Context: an optimization exercise on an open-source flow, tuned for small area. The choices shown serve that exercise and are no tape-out recipe.
The RTL was checked by simulation tests, not by an equivalence proof against the original design.
Power and IR drop assume default switching activity.

Design key_extract_reli_tx, start of the top module:
module key_extract_reli_tx
#(
   parameter int PKT_METADATA_WIDTH = 274,
   parameter int KEY_WIDTH          = 133,
   parameter int DST_IP_NO          = key_extract_reli_tx_pkg::DEF_DST_IP_NO,
   parameter int SRC_IP_NO          = key_extract_reli_tx_pkg::DEF_SRC_IP_NO,
   parameter int IP_WIDTH           = key_extract_reli_tx_pkg::DEF_IP_WIDTH,
   parameter int RSIP_INDEX_NO      = key_extract_reli_tx_pkg::DEF_RSIP_INDEX_NO,
   parameter int RSIP_INDEX_WIDTH   = key_extract_reli_tx_pkg::DEF_RSIP_INDEX_WIDTH,
   parameter int PKT_PROPERTY_NO    = key_extract_reli_tx_pkg::DEF_PKT_PROPERTY_NO,
   parameter int NACK_USE_SRC       = 1,
   parameter int FORWARD_MISS       = 1,
   parameter int CNT_WIDTH          = 16
) (
   input  logic                          clk,
   input  logic                          rst,
   input  logic [PKT_METADATA_WIDTH-1:0] s_pkt_metadata_info,
   input  logic                          s_pkt_metadata_valid,
   output logic                          s_pkt_metadata_ready,
   output logic [KEY_WIDTH-1:0]          m_key_info,
   output logic [1:0]                    m_key_type,
   output logic [PKT_METADATA_WIDTH-1:0] m_key_metadata,
   output logic                          m_key_valid,
   input  logic                          m_key_ready,
   input  logic                          stat_clr,
   output logic [CNT_WIDTH-1:0]          stat_dat_cnt,
   output logic [CNT_WIDTH-1:0]          stat_nack_cnt,
   output logic [CNT_WIDTH-1:0]          stat_miss_cnt
);
For scale: about 1,600 cells after synthesis.
Settings: LEC_CHECK=0, CAP_MARGIN=20, CORE_ASPECT_RATIO=2, CORE_MARGIN=2, CORE_UTILIZATION=55, SLEW_MARGIN=20; clock period 4.0 ns.
standard.sh (not shown) runs the stock make flow with config.mk's settings and CLKGATE_MAP_FILE= SYNTH_SCRIPT=/design/flow/synth_recipe.tcl, a recipe that flattens the netlist after the stock synthesis.
==> flow/flow/run.sh <==
#!/bin/bash
set -euo pipefail
export BUFFER_PORTS_ARGS="-buffer_cell sky130_fd_sc_hd__buf_1"
export CTS_ARGS="-sink_clustering_enable -repair_clock_nets -dont_use_dummy_load -buf_list sky130_fd_sc_hd__clkbuf_8 -sink_clustering_size 16 -sink_clustering_max_diameter 50"
bash standard.sh > flow_make.log 2>&1
The baseline failed in I/O pin placement (3_2_place_iop).
Change:
==> flow/flow/run.sh (replaced) <==
#!/bin/bash
set -euo pipefail
export BUFFER_PORTS_ARGS="-buffer_cell sky130_fd_sc_hd__buf_1"
export CTS_ARGS="-sink_clustering_enable -repair_clock_nets -dont_use_dummy_load -buf_list sky130_fd_sc_hd__clkbuf_4 -sink_clustering_size 10 -sink_clustering_max_diameter 40"
bash standard.sh > flow_make.log 2>&1
- CORE_ASPECT_RATIO: 2 -> not set
- CORE_UTILIZATION: 55 -> 40
What happened: With this change the flow finished clean; area after synthesis is unchanged; synthesized cell count is unchanged.
Change:
==> flow/flow/run.sh (replaced) <==
#!/bin/bash
set -euo pipefail
export BUFFER_PORTS_ARGS="-buffer_cell sky130_fd_sc_hd__buf_1"
export CTS_ARGS="-sink_clustering_enable -repair_clock_nets -dont_use_dummy_load -buf_list sky130_fd_sc_hd__clkbuf_8 -sink_clustering_size 16 -sink_clustering_max_diameter 50"
bash standard.sh > flow_make.log 2>&1
Result:
- routed wire length came out lower slightly
- combinational power is about the same
- area after synthesis does not change
- register-to-register slack gains 0.02 ns
- cell area increases slightly
Change:
==> flow/flow/run.sh (replaced) <==
#!/bin/bash
set -euo pipefail
export BUFFER_PORTS_ARGS="-buffer_cell sky130_fd_sc_hd__buf_1"
export CTS_ARGS="-sink_clustering_enable -repair_clock_nets -dont_use_dummy_load"
bash standard.sh > flow_make.log 2>&1
After rerunning: The new run finished clean; setup slack gets better by 0.085 ns; sequential cell count is unchanged; core utilization came out higher by 1.4 points; wire length is about the same; design area came out higher by about 3%; combinational power hardly moves; total power came out higher by about 13%; clock skew came out lower by 0.021 ns; count of clock-buffer cells in the layout came out higher by 5; clock power came out higher by 51%.

--- another note on this design; it stands on its own ---

==> inputs of job 423 <==
## key_extract_reli_tx
module key_extract_reli_tx
#(
   parameter int PKT_METADATA_WIDTH = 274,
   parameter int KEY_WIDTH          = 133,
   parameter int DST_IP_NO          = key_extract_reli_tx_pkg::DEF_DST_IP_NO,
   parameter int SRC_IP_NO          = key_extract_reli_tx_pkg::DEF_SRC_IP_NO,
   parameter int IP_WIDTH           = key_extract_reli_tx_pkg::DEF_IP_WIDTH,
   parameter int RSIP_INDEX_NO      = key_extract_reli_tx_pkg::DEF_RSIP_INDEX_NO,
   parameter int RSIP_INDEX_WIDTH   = key_extract_reli_tx_pkg::DEF_RSIP_INDEX_WIDTH,
   parameter int PKT_PROPERTY_NO    = key_extract_reli_tx_pkg::DEF_PKT_PROPERTY_NO,
   parameter int NACK_USE_SRC       = 1,
   parameter int FORWARD_MISS       = 1,
   parameter int CNT_WIDTH          = 16
) (
   input  logic                          clk,
   input  logic                          rst,
   input  logic [PKT_METADATA_WIDTH-1:0] s_pkt_metadata_info,
   input  logic                          s_pkt_metadata_valid,
   output logic                          s_pkt_metadata_ready,
   output logic [KEY_WIDTH-1:0]          m_key_info,
   output logic [1:0]                    m_key_type,
   output logic [PKT_METADATA_WIDTH-1:0] m_key_metadata,
   output logic                          m_key_valid,
   input  logic                          m_key_ready,
   input  logic                          stat_clr,
   output logic [CNT_WIDTH-1:0]          stat_dat_cnt,
   output logic [CNT_WIDTH-1:0]          stat_nack_cnt,
   output logic [CNT_WIDTH-1:0]          stat_miss_cnt
);
   logic [key_extract_reli_tx_pkg::PROP_WIDTH-1:0] in_prop, out_prop;
   logic [1:0]                  in_type, out_type;
   logic [KEY_WIDTH-1:0]        out_key;
   logic                        emit, accept;
   logic [PKT_METADATA_WIDTH-1:0] out_meta;
   assign in_prop = s_pkt_metadata_info[PKT_PROPERTY_NO +: key_extract_reli_tx_pkg::PROP_WIDTH];
   assign in_type = key_extract_reli_tx_pkg::classify(in_prop);
   assign emit   = (in_type != key_extract_reli_tx_pkg::KEY_TYPE_MISS) || (FORWARD_MISS != 0);
   assign accept = s_pkt_metadata_valid && s_pkt_metadata_ready;
  ...
clock: 4.0 ns
lec_check: 0
cap_margin: 20
core_aspect_ratio: 0.4
core_margin: 2
core_utilization: 65
slew_margin: 20
standard.sh (not shown) runs the stock make flow with config.mk's settings and CLKGATE_MAP_FILE= SYNTH_SCRIPT=/design/flow/synth_recipe.tcl, a recipe that flattens the netlist after the stock synthesis.
==> flow/flow/run.sh <==
#!/bin/bash
set -euo pipefail
export BUFFER_PORTS_ARGS="-buffer_cell sky130_fd_sc_hd__buf_1"
export CTS_ARGS="-sink_clustering_enable -repair_clock_nets -dont_use_dummy_load -buf_list sky130_fd_sc_hd__clkbuf_4 -sink_clustering_size 10 -sink_clustering_max_diameter 40"
bash standard.sh > flow_make.log 2>&1
==> job 3872: changes against job 423 <==
- CORE_ASPECT_RATIO: 0.4 -> 0.5
- CORE_UTILIZATION: 65 -> 55
==> qor summary <==
| quantity | job 423 | job 3872 |
|---|---|---|
| Outcome | complete, no violations | complete, no violations |
| Data arrival at the endpoint of the critical path | 2.63 ns | 2.58 ns |
| Share of the cycle needed by the critical path after routing | 0.858 | 0.844 |
| Wire length of the first global-routing pass | 96300 µm | 95700 µm |
| Register share of the cell area | 0.586 | 0.582 |
| End-of-flow core utilization | 0.766 | 0.654 |
| Post-layout worst setup margin | 0.567 ns | 0.625 ns |
| GRT met2 Usage | 0.573 | 0.490 |
| Drt total wl | 65500 µm | 67200 µm |
| Fraction of area in multi-input gates | 0.208 | 0.207 |
| Crit path time final | 3.43 ns | 3.38 ns |
| Int Pwr | 8.21 mW | 8.21 mW |
| Worst-case hold path end point | u_skid_buf.skid_q[260]$_DFFE_PN_ | u_skid_buf.skid_q[262]$_DFFE_PN_ |
| Endpoint of the most critical setup path | m_key_info[102] | m_key_info[114] |

==> separate check: timing with driven ports <==
No port has a modelled driver above. Below, the same layouts with a new extraction and two added sets of constraints. Step 1 assumes that a clkbuf_16 drives the clock port and a buf_2 every other input. Step 2 moves the port delays by t, midway between the first and last clock arrival at a register: inputs arrive t later, outputs are due t later. That takes back most of the time a late clock gives input paths. Slacks: ideal / step 1 / step 2; pairs: ideal / step 1.
run	t, ns	setup WS [ns]	worst setup path at the end	clock arrival spread, ns
the second run of note 1	0.849	0.737 / 0.681 / 1.128	input to register	0.128 / 0.127
the third run of note 1	0.683	0.881 / 0.821 / 1.146	input to register	0.084 / 0.084
the fourth run of note 1	0.645	0.966 / 0.905 / 1.109	input to register	0.051 / 0.051
job 423	0.781	0.567 / 0.514 / 1.200	input to register	0.063 / 0.063
job 3872	0.790	0.625 / 0.568 / 1.230	input to register	0.045 / 0.045
After both steps every run listed still meets setup and hold.
